What follows belongs to an exercise in optimizing a design on an open flow for small area, a short achievable clock period and few clock cycles per item; a production flow would make more cautious choices.
In this exercise RTL edits were held to simulation tests only and were not proved equivalent to the original.
Power and IR drop assume default switching activity.

==> amber: inputs <==
// bucketed_hash_set
module bucketed_hash_set #(
    parameter int SLOTS = DEF_SLOTS_PER_BUCKET
) (
    input  logic             i_clk,
    input  logic             i_rst_n,
    input  logic             i_req_valid,
    output logic             o_req_ready,
    input  logic [CMD_W-1:0] i_req_command,
    input  logic [KEY_W-1:0] i_req_key,
    output logic             o_rsp_valid,
    input  logic             i_rsp_ready,
    output logic [STS_W-1:0] o_rsp_status
);
Settings: LEC_CHECK=0, CAP_MARGIN=20, CORE_MARGIN=2, CORE_UTILIZATION=40, CTS_CLUSTER_DIAMETER=100, CTS_CLUSTER_SIZE=20, SETUP_SLACK_MARGIN=5.0, SLEW_MARGIN=20, SYNTH_MEMORY_MAX_BITS=16384; clock period 8.5 ns.
run.sh (not shown) runs the stock make flow with config.mk's settings and CLKGATE_MAP_FILE= SYNTH_SCRIPT=/design/flow/synth_recipe.tcl, a recipe that flattens the netlist after the stock synthesis.
==> inputs of sierra, as changes to amber <==
--- a/flow/design.v
+++ b/flow/design.v
@@ -64,11 +64,11 @@
     input  logic             i_rst_n,
     input  logic [2:0]       i_phase,
     input  logic [ROW_N-1:0] i_rd_sel,
     input  logic [4:0]       i_rd_row,
     input  logic [TAG_W-1:0] i_rd_tag,
-    output logic [3*SLOTS-1:0] o_rd_part,
+    output logic [4*SLOTS-1:0] o_rd_part,
     output logic [SLOTS-1:0] o_rd_ovr,
     output logic [SLOTS-1:0] o_rd_oeq,
     input  logic [ROW_N-1:0] i_vl_sel,
     output logic [SLOTS-1:0] o_vl_valid,
     input  logic             i_wr_en,
@@ -84,10 +84,12 @@
     output logic             o_ovf_stay
 );
     localparam int PEND_N = 4;
     logic [SLOTS*TAG_W-1:0] ring  [ROW_N];
     logic [SLOTS-1:0]       vring [ROW_N];
+    logic [ROW_N-1:0]       r_vw_we;
+    logic [SLOTS-1:0]       r_vw_data;
     logic [PEND_N-1:0]      pend_v;
     logic [4:0]             pend_row [PEND_N];
     logic [2:0]             pend_ph  [PEND_N];
     logic [TAG_W-1:0]       pend_tag [PEND_N];
     logic [PEND_N-1:0]      r_ld;
@@ -96,10 +98,11 @@
     logic                   ovf_v;
     logic [SLOTS-1:0]       r_ph_busy;
     logic                   r_any_free;
     logic [SLOTS-1:0]       r_avail;
     logic [SLOTS-1:0]       w_avail_n;
+    logic [SLOTS-1:0]       w_busy_old;
     logic [SLOTS-1:0]       w_busy_n;
     logic                   w_free_n;
     logic [2:0]             w_new_ph;
     logic [4:0]             ovf_row;
     logic [2:0]             ovf_ph;
@@ -151,15 +154,23 @@
             ring[r][TAG_W-1:0] <= r_ld_we[r] ? r_ld_tag : ring[r][SLOTS*TAG_W-1 -: TAG_W];
             ring[r][SLOTS*TAG_W-1:TAG_W] <= ring[r][(SLOTS-1)*TAG_W-1:0];
         end
     end
     always_ff @(posedge i_clk) begin
+        if (!i_rst_n) begin
+            r_vw_we <= '0;
+        end else begin
+            r_vw_we <= i_wr_en ? i_wr_sel : '0;
+        end
+        r_vw_data <= {i_wr_valid[SLOTS-2:0], i_wr_valid[SLOTS-1]};
+    end
+    always_ff @(posedge i_clk) begin
         for (int r = 0; r < ROW_N; r++) begin
             if (!i_rst_n) begin
                 vring[r] <= '0;
-            end else if (i_wr_en && i_wr_sel[r]) begin
-                vring[r] <= {i_wr_valid[SLOTS-3:0], i_wr_valid[SLOTS-1:SLOTS-2]};
+            end else if (r_vw_we[r]) begin
+                vring[r] <= {r_vw_data[SLOTS-3:0], r_vw_data[SLOTS-1:SLOTS-2]};
             end else begin
                 vring[r] <= {vring[r][SLOTS-2:0], vring[r][SLOTS-1]};
             end
         end
     end
@@ -188,15 +199,18 @@
                     w_busy_n[p] = 1'b1;
             end
             if (!((w_alloc[k] && w_new) || (pend_v[k] && !r_ld[k])) || w_ld_next[k])
                 w_free_n = 1'b1;
         end
+        w_busy_old = w_busy_n;
         for (int p = 0; p < SLOTS; p++) begin
             if (w_new && w_new_ph == 3'(p)) w_busy_n[p] = 1'b1;
         end
         for (int j = 0; j < SLOTS; j++) begin
-            w_avail_n[j] = w_free_n && !w_busy_n[3'(i_phase + 3'(7 - j))];
+            w_avail_n[j] = w_free_n && !w_busy_old[3'(i_phase + 3'(7 - j))]
+                        && !(w_park && i_wr_pick[(j + SLOTS - 1) % SLOTS])
+                        && !(w_drain && ovf_ph == 3'(i_phase + 3'(7 - j)));
         end
     end
     always_ff @(posedge i_clk) begin
         if (!i_rst_n) begin
             r_ph_busy  <= '0;
@@ -247,12 +261,13 @@
             w_rd_tags  = w_rd_tags  | ({(SLOTS*TAG_W){i_rd_sel[r]}} & ring[r]);
             o_vl_valid = o_vl_valid | ({SLOTS{i_vl_sel[r]}} & vring[r]);
         end
         for (int j = 0; j < SLOTS; j++) begin
             for (int g = 0; g < 3; g++) begin
-                o_rd_part[3*j+g] = (w_rd_tags[j*TAG_W+9*g +: 9] == i_rd_tag[9*g +: 9]);
+                o_rd_part[4*j+g] = (w_rd_tags[j*TAG_W+7*g +: 7] == i_rd_tag[7*g +: 7]);
             end
+            o_rd_part[4*j+3] = (w_rd_tags[j*TAG_W+21 +: 6] == i_rd_tag[21 +: 6]);
             w_rph[j] = i_phase + 3'(7 - j);
         end
         for (int k = 0; k < PEND_N; k++) begin
             w_pm[k] = pend_v[k] && (pend_row[k] == i_rd_row);
             w_pe[k] = (pend_tag[k] == i_rd_tag);
@@ -381,26 +396,26 @@
     logic [2:0]       w1_m3;
     logic [SLOTS-1:0] s3_ovr, s3_oeq;
     logic [SLOTS-1:0] w2_ovr, w2_oeq;
     logic [TAG_W-1:0] s2_tag, s3_tag;
     logic [ROW_N-1:0] s2_sel, s3_sel;
+    logic [ROW_N-1:0] b_sel;
     logic [4:0]       s2_row, s3_row;
     logic [SLOTS-1:0] s3_eq, s3_rv;
     logic             s3_fwd, s3_teq;
-    logic [SLOTS-1:0] p_vnew, p_ins, p2_ins;
+    logic [SLOTS-1:0] p_vnew, p_ins, p2_ins, p2_vnew;
     logic             b_v;
     logic [CMD_W-1:0] b_cmd;
     logic [TAG_W-1:0] b_tag;
-    logic [ROW_N-1:0] b_sel;
     logic [4:0]       b_row;
-    logic [3*SLOTS-1:0] b_part;
+    logic [4*SLOTS-1:0] b_part;
     logic [SLOTS-1:0] b_ovr, b_oeq;
     logic             b_fwd2, b_teq2;
     logic             s3_fwd2, s3_teq2;
-    logic [3*SLOTS-1:0] w2_part;
+    logic [4*SLOTS-1:0] w2_part;
     logic [SLOTS-1:0] wb_eq, wb_rv, wb_ovr, wb_oeq;
-    logic [SLOTS-1:0] w3_pi2;
+    logic [SLOTS-1:0] w3_pi2, w3_pv2;
     logic [2:0]       r_phase;
     logic [ROW_N-1:0] w1_sel;
     logic [TAG_W-1:0] w1_tag;
     logic [4:0]       w1_row;
     logic [4:0]       w1_nrow;
@@ -496,29 +511,35 @@
             b_fwd2 <= s2_v && s3_v && (s2_row == s3_row);
         end
         if (!w_hold) begin
             b_cmd  <= s2_cmd;
             b_tag  <= s2_tag;
-            b_sel  <= s2_sel;
             b_row  <= s2_row;
             b_part <= w2_part;
             b_ovr  <= w2_ovr;
             b_oeq  <= w2_oeq;
             b_teq2 <= (s2_tag == s3_tag);
         end else begin
-            b_part <= {b_part[3*SLOTS-4:0], b_part[3*SLOTS-1 -: 3]};
+            b_part <= {b_part[4*SLOTS-5:0], b_part[4*SLOTS-1 -: 4]};
             b_ovr  <= {b_ovr[SLOTS-2:0], b_ovr[SLOTS-1]};
             b_oeq  <= {b_oeq[SLOTS-2:0], b_oeq[SLOTS-1]};
         end
     end
     always_comb begin
         for (int j = 0; j < SLOTS; j++) begin
-            wb_eq[(j + 1) % SLOTS] = &b_part[3*j +: 3];
+            wb_eq[(j + 1) % SLOTS] = &b_part[4*j +: 4];
         end
         wb_ovr = {b_ovr[SLOTS-2:0], b_ovr[SLOTS-1]};
         wb_oeq = {b_oeq[SLOTS-2:0], b_oeq[SLOTS-1]};
     end
+    always_comb begin
+        for (int i = 0; i < 8; i++)
+            for (int j = 0; j < 3; j++) begin
+                b_sel[3*i+j]  = (b_row  == {3'(i), 2'(j)});
+                s3_sel[3*i+j] = (s3_row == {3'(i), 2'(j)});
+            end
+    end
     always_ff @(posedge i_clk) begin
         if (!i_rst_n) begin
             s3_v    <= 1'b0;
             s3_fwd  <= 1'b0;
             s3_fwd2 <= 1'b0;
@@ -528,11 +549,10 @@
             s3_fwd2 <= b_fwd2;
         end
         if (!w_hold) begin
             s3_cmd  <= b_cmd;
             s3_tag  <= b_tag;
-            s3_sel  <= b_sel;
             s3_row  <= b_row;
             s3_eq   <= wb_eq;
             s3_ovr  <= wb_ovr;
             s3_oeq  <= wb_oeq;
             s3_rv   <= wb_rv;
@@ -547,12 +567,15 @@
     end
     assign w3_dec = s3_v && !w_hold;
     assign w3_pv = {p_vnew[SLOTS-2:0], p_vnew[SLOTS-1]};
     assign w3_pi = {p_ins[SLOTS-2:0], p_ins[SLOTS-1]};
     assign w3_pi2 = {p2_ins[SLOTS-2:0], p2_ins[SLOTS-1]};
+    assign w3_pv2 = {p2_vnew[SLOTS-2:0], p2_vnew[SLOTS-1]};
     always_comb begin
-        w3_v = s3_fwd ? w3_pv : s3_rv;
+        if (s3_fwd)       w3_v = w3_pv;
+        else if (s3_fwd2) w3_v = w3_pv2;
+        else              w3_v = s3_rv;
         for (int s = 0; s < SLOTS; s++) begin
             if (s3_fwd && w3_pi[s])        w3_eq[s] = s3_teq;
             else if (s3_fwd2 && w3_pi2[s]) w3_eq[s] = s3_teq2;
             else if (s3_ovr[s])            w3_eq[s] = s3_oeq[s];
             else                    w3_eq[s] = s3_eq[s];
@@ -575,14 +598,16 @@
     always_ff @(posedge i_clk) begin
         if (!w_hold) begin
             p_vnew <= w3_new_valid;
             p_ins  <= w3_ins;
             p2_ins <= w3_pi;
+            p2_vnew <= w3_pv;
         end else begin
             p_vnew <= w3_pv;
             p_ins  <= w3_pi;
             p2_ins <= w3_pi2;
+            p2_vnew <= w3_pv2;
         end
     end
     always_comb begin
         w_occ_sh = w_pop ? (r_occ >> 1) : r_occ;
         for (int i = 0; i < CAP - 1; i++) begin
==> flow/flow/run.sh (new file) <==
#!/bin/bash
set -euo pipefail
bash standard.sh SETUP_SLACK_MARGIN=5.3 finish > flow_make.log 2>&1
==> flow/standard.sh (new file) <==
#!/bin/bash
# synth_recipe.tcl (not shown) runs the flow's synth.tcl, then flattens the netlist and writes it again
# the make line also repeats each setting of config.mk as NAME=value (left out here)
make -C /OpenROAD-flow-scripts/flow DESIGN_CONFIG=/design/flow/config.mk WORK_HOME=/design/flow/orfs CLKGATE_MAP_FILE= SYNTH_SCRIPT=/design/flow/synth_recipe.tcl "${@:-finish}"
--- a/flow/config.mk
+++ b/flow/config.mk
@@ -8,8 +8,7 @@
 export CAP_MARGIN = 20
 export CORE_MARGIN = 2
 export CORE_UTILIZATION = 40
 export CTS_CLUSTER_DIAMETER = 100
 export CTS_CLUSTER_SIZE = 20
-export SETUP_SLACK_MARGIN = 5.0
 export SLEW_MARGIN = 20
 export SYNTH_MEMORY_MAX_BITS = 16384
removed: flow/run.sh
==> summary of the runs <==
- Die area is about the same in sierra and amber.
- Between sierra and amber, the lower critical path depth is in sierra (gap 5).
- Wire length: sierra is larger than amber (0.84%).
- In cell area, amber and sierra hardly differ.
- In sierra the non-clock buffer count is higher than in amber, by 10.
- In sierra the hold slack is higher than in amber, by 12 ps.
- In utilization, sierra and amber hardly differ.
- In amber the register-to-register slack is worse than in sierra, by 220 ps.
- Sequential power is about the same in sierra and amber.
- Against amber, the synthesized cell count of sierra is lower by 0.45%.
Testbench counts of amber, summed over its fixed seeds: cycles 24,216, items 24,000.
Testbench counts of sierra, summed over its fixed seeds: cycles 24,216, items 24,000.

[static timing again, ports no longer ideal]
The flow's constraints put no driver on any port. The routed layouts listed below were extracted and timed again, unchanged, in two steps. Step 1 sets driving cells, clkbuf_16 on the clock port and buf_2 on the other inputs (assumed; they add their load-dependent delay and slew). Step 2 adds t to the input delays and takes it off the output delays; t is the mean of the earliest and latest rising clock arrival at the registers after step 1. Input paths then give back, and output paths get back, about the clock's delay inside the block. a / b / c = no drivers / after step 1 / after step 2; a / b = the first two.
| run | t, ns | setup WS [ns] | worst register clock-pin slew, ns |
|---|---|---|---|
| amber | 1.102 | 4.947 / 4.947 / 4.459 | 0.09 / 0.09 |
| sierra | 1.092 | 5.165 / 5.165 / 4.556 | 0.09 / 0.09 |
After both steps every run listed still meets setup and hold. For sierra, which loses most, drivers alone change the setup slack by 0.000 ns; drivers and shift together by -0.609 ns.
